Background: an optimization exercise with open tools, aiming at small area. Do not read the settings as production practice.
The RTL was checked by simulation tests, not by an equivalence proof against the original design.
Power figures rest on the tool's default switching activity, not on a simulated workload.

## maple
Design spectrum_peak_finder, start of the top module:
module spectrum_peak_finder (
  input  logic        clk,
  input  logic        rst,
  input  logic [4:0]  curr_nfft,
  input  logic [15:0] s_re,
  input  logic [15:0] s_im,
  input  logic        s_valid,
  input  logic        s_last,
  output logic        s_ready,
  output logic [9:0]  max_index,
  output logic [31:0] max_mag,
  output logic        max_valid,
  output logic        frame_err
);
Size in the first run: ~86 I/O pins.
export LEC_CHECK = 0
export CAP_MARGIN = 20
export CORE_MARGIN = 2
export CORE_UTILIZATION = 60
export GPL_TIMING_DRIVEN = 0
export SLEW_MARGIN = 20
export SYNTH_HIERARCHICAL = 1
export SYNTH_MINIMUM_KEEP_SIZE = 0
create_clock -name core_clock -period 7.5 [get_ports {clk}]
standard.sh (not shown) runs the stock make flow with config.mk's settings and CLKGATE_MAP_FILE= SYNTH_SCRIPT=/design/flow/synth_recipe.tcl, a recipe that flattens the netlist after the stock synthesis.
==> flow/flow/run.sh <==
#!/bin/bash
# Own layout flow: the standard layout (standard.sh, which also runs the
# standard synthesis) with these changes:
#  - after synthesis, the synthesis buffers are removed and flow/downsize.tcl swaps each combinational cell to the
#    smallest drive strength of its family (repair steps upsize as needed);
#  - the port buffers that buffer_ports inserts are sky130_fd_sc_hd__buf_1
#    (every input and output port still gets its own buffer);
#  - clock tree synthesis builds the tree from clkbuf_4 without dummy loads.
# Each tool's output goes to a log of its own in this folder (standard_synth.log,
# downsize.log, standard_flow.log); ORFS also keeps per-step logs in orfs/logs/.
set -euo pipefail
export BUFFER_PORTS_ARGS="-buffer_cell sky130_fd_sc_hd__buf_1"
export CTS_ARGS="-sink_clustering_enable -repair_clock_nets -dont_use_dummy_load -buf_list sky130_fd_sc_hd__clkbuf_4 -sink_clustering_size 10"
bash standard.sh synth > standard_synth.log 2>&1
R=orfs/results/$FLOW_PLATFORM/spectrum_peak_finder/base
cat > downsize_run.tcl <<EOT
read_liberty $FLOW_HOME/platforms/$FLOW_PLATFORM/lib/sky130_fd_sc_hd__tt_025C_1v80.lib
read_db $R/1_synth.odb
remove_buffers
source flow/downsize.tcl
write_db $R/1_synth.odb
EOT
openroad -no_init -exit downsize_run.tcl > downsize.log 2>&1
bash standard.sh > standard_flow.log 2>&1
==> flow/flow/downsize.tcl <==
# Swap every combinational cell of the synthesized netlist to the smallest
# cell of the same function family (same pins); the later repair steps
# upsize again wherever timing, slew or capacitance need it.
set db [ord::get_db]
set block [[$db getChip] getBlock]
set masters [dict create]
foreach lib [$db getLibs] {
  foreach m [$lib getMasters] {
    dict set masters [$m getName] $m
  }
}
set swapped 0
set saved 0
foreach inst [$block getInsts] {
  set m [$inst getMaster]
  set name [$m getName]
  if {![regexp {^(sky130_fd_sc_hd__[a-z0-9]+)_([0-9]+)$} $name -> base drive]} { continue }
  if {[regexp {df|dl|sdf|edf|conb|tap|fill|decap|clk} $base]} { continue }
  set best $m
  set best_area [expr {[$m getWidth] * [$m getHeight]}]
  foreach d {0 1 2 4} {
    set cand "${base}_$d"
    if {![dict exists $masters $cand]} { continue }
    set cm [dict get $masters $cand]
    set a [expr {[$cm getWidth] * [$cm getHeight]}]
    if {$a < $best_area} { set best $cm; set best_area $a }
  }
  if {$best ne $m} {
    set saved [expr {$saved + [$m getWidth] * [$m getHeight] - $best_area}]
    $inst swapMaster $best
    incr swapped
  }
}
puts "downsize: swapped $swapped cells, saved [expr {$saved / 1e6}] um^2"
What juniper does differently from maple at the input level:
--- a/flow/flow/run.sh
+++ b/flow/flow/run.sh
@@ -4 +4 @@
-#  - after synthesis, the synthesis buffers are removed and flow/downsize.tcl swaps each combinational cell to the
+#  - after synthesis, flow/downsize.tcl swaps each combinational cell to the
@@ -17 +16,0 @@
-read_liberty $FLOW_HOME/platforms/$FLOW_PLATFORM/lib/sky130_fd_sc_hd__tt_025C_1v80.lib
@@ -19 +17,0 @@
-remove_buffers
Notes after the runs:
Between maple and juniper, the flow reports pin count of the biggest net entering global routing decreasing by more than 10%.
Against maple, total power in juniper rose by a few percent.
Compared with maple, average cell area after synthesis in juniper decreased by a few percent.
Compared with maple, in juniper via count of the first global-routing pass ~0 delta, non-clock buffer count +42%.
Inputs modified between juniper and tundra:
==> flow/flow/run.sh <==
#!/bin/bash
# Own layout flow: the standard layout (standard.sh, which also runs the
# standard synthesis) with two changes passed to ORFS through its variables:
#  - the port buffers that buffer_ports inserts are sky130_fd_sc_hd__buf_1
#    (every input and output port still gets its own buffer);
#  - clock tree synthesis builds the tree from clkbuf_4 without dummy loads.
# The ORFS output of the whole run goes to standard_flow.log in this folder;
# each ORFS step also keeps its own log under orfs/logs/.
set -euo pipefail
export BUFFER_PORTS_ARGS="-buffer_cell sky130_fd_sc_hd__buf_1"
export CTS_ARGS="-sink_clustering_enable -repair_clock_nets -dont_use_dummy_load -buf_list sky130_fd_sc_hd__clkbuf_4 -sink_clustering_size 10"
bash standard.sh > standard_flow.log 2>&1
removed: flow/flow/downsize.tcl
### Flow results
tundra: global-route track usage on met3 lower than juniper. As far as count of clock buffers in the final design goes, juniper and tundra are indistinguishable; the numbers are identical. Diff juniper -> tundra | part of the total power dissipated in the clock network | decrease of 0.2 points. The setup slack in tundra was higher than what juniper gave. On proportion of power drawn by combinational gates, the lower figure sits with juniper, not tundra. Every stage of the flow completed for tundra, and the final layout passed the timing, DRC and antenna checks. s_re[5] as the origin of the worst setup path was reported by tundra, and s_re[6] by juniper. tundra -> juniper: worst path buffer plus inverter count delta 0, exact match. Summary of the comparison: aggregate routed wire length is higher in tundra, relative to juniper. Per the comparison of tundra with juniper, fmax went up about 1.9%; internal power consumption now larger; ratio of total power to cell area moved up; power attributed to combinational cells higher.
Input changes introduced in quartz (baseline for comparison: tundra):
==> flow/run.sh (new file) <==
#!/bin/bash
# synth_recipe.tcl (not shown) runs the flow's synth.tcl, then flattens the netlist and writes it again
# the make line also repeats each setting of config.mk as NAME=value (left out here)
make -C /OpenROAD-flow-scripts/flow DESIGN_CONFIG=/design/flow/config.mk WORK_HOME=/design/flow/orfs CLKGATE_MAP_FILE= SYNTH_SCRIPT=/design/flow/synth_recipe.tcl finish
--- a/flow/config.mk
+++ b/flow/config.mk
@@ -11 +11,2 @@
-export GPL_TIMING_DRIVEN = 0
+export CTS_BUF_LIST = sky130_fd_sc_hd__clkbuf_4 sky130_fd_sc_hd__clkbuf_8
+export CTS_CLUSTER_SIZE = 10
removed: flow/flow/run.sh
removed: flow/standard.sh
Results
Against tundra, quartz comes in about 3.8% higher on post-layout total power. met3 layer wire length in the routed design for quartz: 110 microns up relative to tundra. Sort tundra and quartz by fraction of area in non-clock buffers asc -> top: tundra. | reported leakage power | quartz vs tundra | about 10% higher |. In the reports for tundra and quartz, the smaller signed area change from the synthesized netlist to the final layout belongs to tundra. Taking tundra as the reference, in quartz flip-flop and latch share of the layout cell area has decreased; transition at the pin with the smallest max-transition slack has decreased; total net switching power has decreased. Reported for tundra and quartz, number of hold buffers added after CTS turned out identical to the last digit. Maximum net fanout on the critical path: quartz lower than tundra.

## JK
Starting RTL as in the previous note.
export LEC_CHECK = 0
export CAP_MARGIN = 20
export CORE_MARGIN = 2
export CORE_UTILIZATION = 60
export SLEW_MARGIN = 20
export SYNTH_HIERARCHICAL = 1
export SYNTH_MINIMUM_KEEP_SIZE = 0
create_clock -name core_clock -period 7.5 [get_ports {clk}]
==> flow/flow/run.sh <==
#!/bin/bash
# Own layout flow: the standard layout (standard.sh, which also runs the
# standard synthesis) with these changes:
#  - after synthesis, the synthesis buffers are removed and flow/downsize.tcl swaps each combinational cell to the
#    smallest drive strength of its family (repair steps upsize as needed);
#  - the port buffers that buffer_ports inserts are sky130_fd_sc_hd__buf_1
#    (every input and output port still gets its own buffer);
#  - clock tree synthesis builds the tree from clkbuf_4 without dummy loads.
# Each tool's output goes to a log of its own in this folder (standard_synth.log,
# downsize.log, standard_flow.log); ORFS also keeps per-step logs in orfs/logs/.
set -euo pipefail
export BUFFER_PORTS_ARGS="-buffer_cell sky130_fd_sc_hd__buf_1"
export CTS_ARGS="-sink_clustering_enable -repair_clock_nets -dont_use_dummy_load -buf_list sky130_fd_sc_hd__clkbuf_4 -sink_clustering_size 10"
bash standard.sh synth > standard_synth.log 2>&1
R=orfs/results/$FLOW_PLATFORM/spectrum_peak_finder/base
cat > downsize_run.tcl <<EOT
read_liberty $FLOW_HOME/platforms/$FLOW_PLATFORM/lib/sky130_fd_sc_hd__tt_025C_1v80.lib
read_db $R/1_synth.odb
remove_buffers
source flow/downsize.tcl
write_db $R/1_synth.odb
EOT
openroad -no_init -exit downsize_run.tcl > downsize.log 2>&1
bash standard.sh > standard_flow.log 2>&1
==> flow/flow/downsize.tcl <==
# Swap every combinational cell of the synthesized netlist to the smallest
# cell of the same function family (same pins); the later repair steps
# upsize again wherever timing, slew or capacitance need it.
set db [ord::get_db]
set block [[$db getChip] getBlock]
set masters [dict create]
foreach lib [$db getLibs] {
  foreach m [$lib getMasters] {
    dict set masters [$m getName] $m
  }
}
set swapped 0
set saved 0
foreach inst [$block getInsts] {
  set m [$inst getMaster]
  set name [$m getName]
  if {![regexp {^(sky130_fd_sc_hd__[a-z0-9]+)_([0-9]+)$} $name -> base drive]} { continue }
  if {[regexp {df|dl|sdf|edf|conb|tap|fill|decap|clk} $base]} { continue }
  set best $m
  set best_area [expr {[$m getWidth] * [$m getHeight]}]
  foreach d {0 1 2 4} {
    set cand "${base}_$d"
    if {![dict exists $masters $cand]} { continue }
    set cm [dict get $masters $cand]
    set a [expr {[$cm getWidth] * [$cm getHeight]}]
    if {$a < $best_area} { set best $cm; set best_area $a }
  }
  if {$best ne $m} {
    set saved [expr {$saved + [$m getWidth] * [$m getHeight] - $best_area}]
    $inst swapMaster $best
    incr swapped
  }
}
puts "downsize: swapped $swapped cells, saved [expr {$saved / 1e6}] um^2"
JK finished end to end and its layout was clean on timing, DRC and antenna.
Here is what was changed in the inputs of MS compared with JK.
Settings: putting CTS_CLUSTER_SIZE at 10 where nothing was set; putting CTS_BUF_LIST at sky130_fd_sc_hd__clkbuf_4 where nothing was set.
==> flow/flow/run.sh <==
#!/bin/bash
# Own layout flow: the standard layout (standard.sh, which also runs the
# standard synthesis) with two changes passed to ORFS through its variables:
#  - the port buffers that buffer_ports inserts are sky130_fd_sc_hd__buf_1
#    (every input and output port still gets its own buffer);
#  - clock tree synthesis builds the tree from clkbuf_4 without dummy loads.
# The ORFS output of the whole run goes to standard_flow.log in this folder;
# each ORFS step also keeps its own log under orfs/logs/.
set -euo pipefail
export BUFFER_PORTS_ARGS="-buffer_cell sky130_fd_sc_hd__buf_1"
export CTS_ARGS="-sink_clustering_enable -repair_clock_nets -dont_use_dummy_load -buf_list sky130_fd_sc_hd__clkbuf_4 -sink_clustering_size 10"
bash standard.sh > standard_flow.log 2>&1
removed: flow/flow/downsize.tcl
==> summary.txt <==
- The flow did not stop early for JK: all stages ran, and the layout cleared the timing, DRC and antenna checks.
- Looking at the reports, MS completed the entire flow and the layout it produced met the timing, DRC and antenna checks.
- From JK to MS the numbers moved as follows: top achievable clock speed higher; time the worst path needs with I/O delays and setup went down 0.075 ns; fraction of standard cell area that is sequential lower.
- Net count reported at finish: JK vs MS — no meaningful difference
- Looking at overall power, MS sits 0.00041 W above JK.
- The final reports for MS and JK show smallest setup slack after layout higher in the former.
- Maximum fanout along the worst path was higher in MS than in JK.
- The final cell count without fillers on JK is in line with that on MS.
- Design area for MS: 1.1% up relative to JK
Relative to MS, the following input files were edited for AL:
==> flow/run.sh (new file) <==
#!/bin/bash
# synth_recipe.tcl (not shown) runs the flow's synth.tcl, then flattens the netlist and writes it again
# the make line also repeats each setting of config.mk as NAME=value (left out here)
make -C /OpenROAD-flow-scripts/flow DESIGN_CONFIG=/design/flow/config.mk WORK_HOME=/design/flow/orfs CLKGATE_MAP_FILE= SYNTH_SCRIPT=/design/flow/synth_recipe.tcl finish
removed: flow/flow/run.sh
removed: flow/standard.sh
==> comparison <==
Going from MS to AL, fraction of the cycle the final worst path needs grows by 3.1 points. Looking only at fraction of standard cell area in multi-input logic, and setting everything else aside, the higher value of AL and MS goes to MS. Of AL and MS, MS shows the lower post-route minimum period, with AL above it. Of the two values seen for launch point of the worst path, s_re[0] was produced by AL and s_re[2] by MS.

static timing again, ports no longer ideal:
Ports are ideal in the flow. The routed layouts listed here were re-timed in OpenROAD.
Step 1 (the two cells are an assumption about what drives the block):
set clk [get_ports {clk}]
set_driving_cell -lib_cell sky130_fd_sc_hd__clkbuf_16 $clk
set_driving_cell -lib_cell sky130_fd_sc_hd__buf_2 [delete_from_list [all_inputs] $clk]
Step 2 moves the port delays by t, midway between the first and last clock arrival at a register: inputs arrive t later, outputs are due t later. That takes back most of the time a late clock gives input paths.
Three values: ideal, step 1, step 2; two values: the first two.
run | t, ns | slack for setup (ns) | worst setup path after step 2 | worst register clock-pin slew, ns | worst data-port slew with drivers (ns)
maple | 0.529 | 0.508 / 0.514 / -0.015 | input to register | 0.11 / 0.11 | 0.03
juniper | 0.506 | 0.577 / 0.592 / 0.085 | input to register | 0.12 / 0.12 | 0.04
tundra | 0.526 | 0.704 / 0.719 / 0.192 | input to register | 0.12 / 0.12 | 0.03
quartz | 0.455 | 0.753 / 0.764 / 0.309 | input to register | 0.08 / 0.08 | 0.04
JK | 0.509 | 0.985 / 0.996 / 0.487 | input to register | 0.12 / 0.12 | 0.05
MS | 0.524 | 1.060 / 1.065 / 0.541 | input to register | 0.11 / 0.11 | 0.04
AL | 0.533 | 0.828 / 0.840 / 0.307 | input to register | 0.12 / 0.12 | 0.04
Met with ideal ports but missed after step 2: setup timing in maple. The setup slack of maple, which loses most, moves by +0.006 ns with the drivers and by -0.523 ns with both steps.
